Source: an optimization exercise on an open RTL-to-GDS flow (aim: small area and a short achievable clock period). Production flows keep margins and buffers that such runs may drop. Only simulation tests tie the RTL to the original design; equivalence was not proved. Power figures rest on the tool's default switching activity, not on a simulated workload.

== job 6013 ==
// cluster_hwpe_tile
module cluster_hwpe_tile #(
  parameter int unsigned OpndDepth = 4,
  parameter int unsigned ResDepth  = 4
) (
  input  logic                               clk_i,
  input  logic                               rst_n_i,
  input  logic                               wb_cyc_i,
  input  logic                               wb_stb_i,
  input  logic                               wb_we_i,
  input  logic [tile_cfg_pkg::WB_ADDR_W-1:0] wb_adr_i,
  input  logic [tile_cfg_pkg::WB_DATA_W-1:0] wb_dat_i,
  output logic [tile_cfg_pkg::WB_DATA_W-1:0] wb_dat_o,
  output logic                               wb_ack_o,
  output logic                               wb_err_o,
  output logic                               evt_o
);
  logic                                opnd_valid;
  logic                                opnd_ready;
  hwpe_pkg::operand_pair_t             opnd_data;
  logic                                eng_in_valid;
  logic                                eng_in_ready;
  hwpe_pkg::operand_pair_t             eng_in_data;
  hwpe_pkg::operand_pair_t             eng_in_next;
  logic                                eng_out_valid;
  logic                                eng_out_ready;
  hwpe_pkg::result_t                   eng_out_data;
  logic                                rf_valid;
  logic                                rf_ready;
  hwpe_pkg::result_t                   rf_data;
  logic                                head_valid;
  hwpe_pkg::result_t                   head_data;
  logic [tile_cfg_pkg::CTRL_LEN_W-1:0] consumed;
  logic [tile_cfg_pkg::CTRL_LEN_W-1:0] job_len;
  hwpe_pkg::opcode_e                   opcode;
  logic                                start;
  logic                                res_pop;
  hwpe_ctrl_decode i_decode (
    .clk_i        (clk_i),
    .rst_n_i      (rst_n_i),
    .wb_cyc_i     (wb_cyc_i),
    .wb_stb_i     (wb_stb_i),
    .wb_we_i      (wb_we_i),
    .wb_adr_i     (wb_adr_i),
    .wb_dat_i     (wb_dat_i),
    .wb_dat_o     (wb_dat_o),
    .wb_ack_o     (wb_ack_o),
  ...
==> flow/config.mk <==
export PLATFORM = sky130hd
export DESIGN_NAME = cluster_hwpe_tile
export DESIGN_NICKNAME = cluster_hwpe_tile
export VERILOG_FILES = /design/flow/design.v
export SDC_FILE = /design/flow/constraint.sdc
export NUM_CORES = 4
export LEC_CHECK = 0
export ABC_CLOCK_PERIOD_IN_PS = 3500
export CAP_MARGIN = 0
export CORE_MARGIN = 2
export CORE_UTILIZATION = 40
export CTS_CLUSTER_DIAMETER = 120
export CTS_CLUSTER_SIZE = 24
export SLEW_MARGIN = 0
==> flow/constraint.sdc <==
create_clock -name core_clock -period 10.0 [get_ports {clk_i}]
set_input_delay 2.0000 -clock core_clock [delete_from_list [all_inputs] [get_ports {clk_i}]]
set_output_delay 2.0000 -clock core_clock [all_outputs]
set_load 0.01 [all_outputs]
standard.sh (not shown) runs the stock make flow with config.mk's settings and CLKGATE_MAP_FILE= SYNTH_SCRIPT=/design/flow/synth_recipe.tcl, a recipe that flattens the netlist after the stock synthesis.
==> flow/flow/run.sh <==
#!/bin/bash
# Standard synthesis, then the standard layout with a tighter setup
# target for repair_timing (the clock and constraints are unchanged).
set -euo pipefail
MARGIN=${MARGIN:-6.6}
bash standard.sh synth > synth.log 2>&1
bash standard.sh SETUP_SLACK_MARGIN=$MARGIN "BUFFER_PORTS_ARGS=-buffer_cell sky130_fd_sc_hd__buf_2" finish > layout.log 2>&1
### job 6013 -> job 3283
# job 6013
export LEC_CHECK = 0
export ABC_CLOCK_PERIOD_IN_PS = 3500
export CAP_MARGIN = 0
export CORE_MARGIN = 2
export CORE_UTILIZATION = 40
export CTS_CLUSTER_DIAMETER = 120
export CTS_CLUSTER_SIZE = 24
export SLEW_MARGIN = 0
create_clock -name core_clock -period 10.0 [get_ports {clk_i}]
# job 3283
export LEC_CHECK = 0
export ABC_CLOCK_PERIOD_IN_PS = 3500
export CAP_MARGIN = 20
export CORE_MARGIN = 2
export CORE_UTILIZATION = 40
export CTS_CLUSTER_DIAMETER = 120
export CTS_CLUSTER_SIZE = 24
export SLEW_MARGIN = 20
create_clock -name core_clock -period 10.0 [get_ports {clk_i}]
==> flow/flow/run.sh <==
#!/bin/bash
# Standard synthesis, then the standard layout with a tighter setup
# target for repair_timing (the clock and constraints are unchanged).
set -euo pipefail
MARGIN=${MARGIN:-6.8}
bash standard.sh synth > synth.log 2>&1
bash standard.sh SETUP_SLACK_MARGIN=$MARGIN "BUFFER_PORTS_ARGS=-buffer_cell sky130_fd_sc_hd__buf_2" finish > layout.log 2>&1
==> run summary <==
Comparing job 6013 and job 3283, the lower number of instances resized during post-cts repair was measured on job 6013.
The run with more setup slack is job 3283; job 6013 has less.
Going from job 6013 to job 3283, the count of antenna diodes in the layout was found to have gone up by 1.
Relative to job 6013, layout-stage area growth over the synthesis result has gone up in job 3283.
Run comparison: job 6013 beginning of the critical path i_opnd_fifo.mem_q[0][5]; job 3283 beginning of the critical path i_opnd_fifo.mem_q[0][14]
Post-route met1 wirelength is higher on job 6013
Where first-pass GRT wire length is concerned, job 6013 is better than job 3283.
Clock-pin slew of the registers on the worst-case setup and hold paths: job 3283 vs job 6013 down 0.02 ns
For the part of the power in combinational logic, job 3283 came in 2.0 points higher than job 6013 did.
Relative to job 6013, the leakage power measured on job 3283 has increased by a few percent.
Fraction of area in multi-input gates on job 3283 is up relative to job 6013.
### job 3283 -> job 3917
diff --git a/flow/flow/run.sh b/flow/flow/run.sh
--- a/flow/flow/run.sh
+++ b/flow/flow/run.sh
@@ -1,5 +1,7 @@
 #!/bin/bash
 # Standard synthesis, then the standard layout with a tighter setup
-# target for repair_timing (the clock and constraints are unchanged).
+# target for repair_timing and plain buffers on the ports; each step logs
+# to its own file here (the ORFS logs are under orfs/logs).
+# The clock and constraints are unchanged.
 set -euo pipefail
 MARGIN=${MARGIN:-6.8}
Results
Die area across job 3917 and job 3283: no real change.
Reported for job 3917 and job 3283, remaining antenna violation count after routing turned out identical to the last digit.
Worst IR drop on VDD came out exactly the same in job 3917 and job 3283.
As far as number of clock sinks goes, job 3917 and job 3283 are indistinguishable; the numbers are identical.
Job 3917 vs. job 3283: number of post-CTS setup repair buffers held; slew of the pin with the lowest slew margin held.
Job 3917 -> job 3283: count of sequential standard cells delta 0, exact match
Any difference in maximum fanout count along the critical path between job 3917 and job 3283 is small enough to ignore.
Reported for job 3917 and job 3283, setup slack after layout turned out identical to the last digit.
Re via count of the first global-routing pass: no difference whatsoever between job 3283 and job 3917.
There was hardly any difference in final instance area between job 3917 and job 3283.
Per the final summary, job 3917 finished and its layout is clean on timing, DRC and antenna.
Job 3283 went all the way through synthesis, placement and routing and the layout is clean on timing, DRC and antenna.
The following lists how job 8014 was set up differently from job 3917:
==> flow/flow/run.sh <==
#!/bin/bash
# Standard synthesis, then the standard layout with a tighter setup
# target for repair_timing (the clock and constraints are unchanged).
set -euo pipefail
MARGIN=${MARGIN:-6.6}
bash standard.sh synth > synth.log 2>&1
bash standard.sh SETUP_SLACK_MARGIN=$MARGIN "BUFFER_PORTS_ARGS=-buffer_cell sky130_fd_sc_hd__buf_2" finish > layout.log 2>&1
Notes after the runs:
Job 8014 — shortest clock period the worst path allows after layout 0.010 ns higher, job 3917 as reference. Job 8014 finished end to end and its layout was clean on timing, DRC and antenna. Signal arrival time at the worst endpoint delta (job 8014 -> job 3917): insignificant. Compared with job 3917, job 8014 shows a lower first-pass GRT wire length. Job 8014: wire length about 1.2% below job 3917. Global-route usage over all layers, job 8014 and job 3917: lower on job 8014. Job 8014 vs job 3917 — clock insertion delay at the later pin of the skew report dropped 0.02 ns. Compared job 8014 vs job 3917, and clock slew at the register clock pins of the worst setup and hold paths is up in job 8014. Changes observed in job 8014 relative to job 3917: via count went down about 1.8%, final worst-path setup slack now smaller, hold slack shows no meaningful change.

static timing again, ports no longer ideal:
How much do the figures lean on ideal ports? The routed layouts below were timed once more, with nothing changed but the port constraints. Step 1: set_driving_cell puts a clkbuf_16 on clk_i and a buf_2 on each other input, an assumption about the parent block. Step 2 adds t to the input delays and takes it off the output delays; t is the mean of the earliest and latest rising clock arrival at the registers after step 1. Input paths then give back, and output paths get back, about the clock's delay inside the block. a / b / c = no drivers / after step 1 / after step 2; a / b = the first two.
run	t (ns)	slack for setup (ns)	worst hold slack (ns)	slew at the worst register clock pin (ns)	worst slew at a driven data input, ns
job 6013	0.633	6.570 / 6.570 / 6.141	0.502 / 0.502 / 0.502	0.11 / 0.11	0.06
job 3283	0.657	6.580 / 6.580 / 6.286	0.503 / 0.503 / 0.503	0.10 / 0.10	0.05
job 3917	0.657	6.580 / 6.580 / 6.286	0.503 / 0.503 / 0.503	0.10 / 0.10	0.05
job 8014	0.633	6.570 / 6.570 / 6.141	0.502 / 0.502 / 0.502	0.11 / 0.11	0.06
After both steps setup and hold are still met in every run listed.
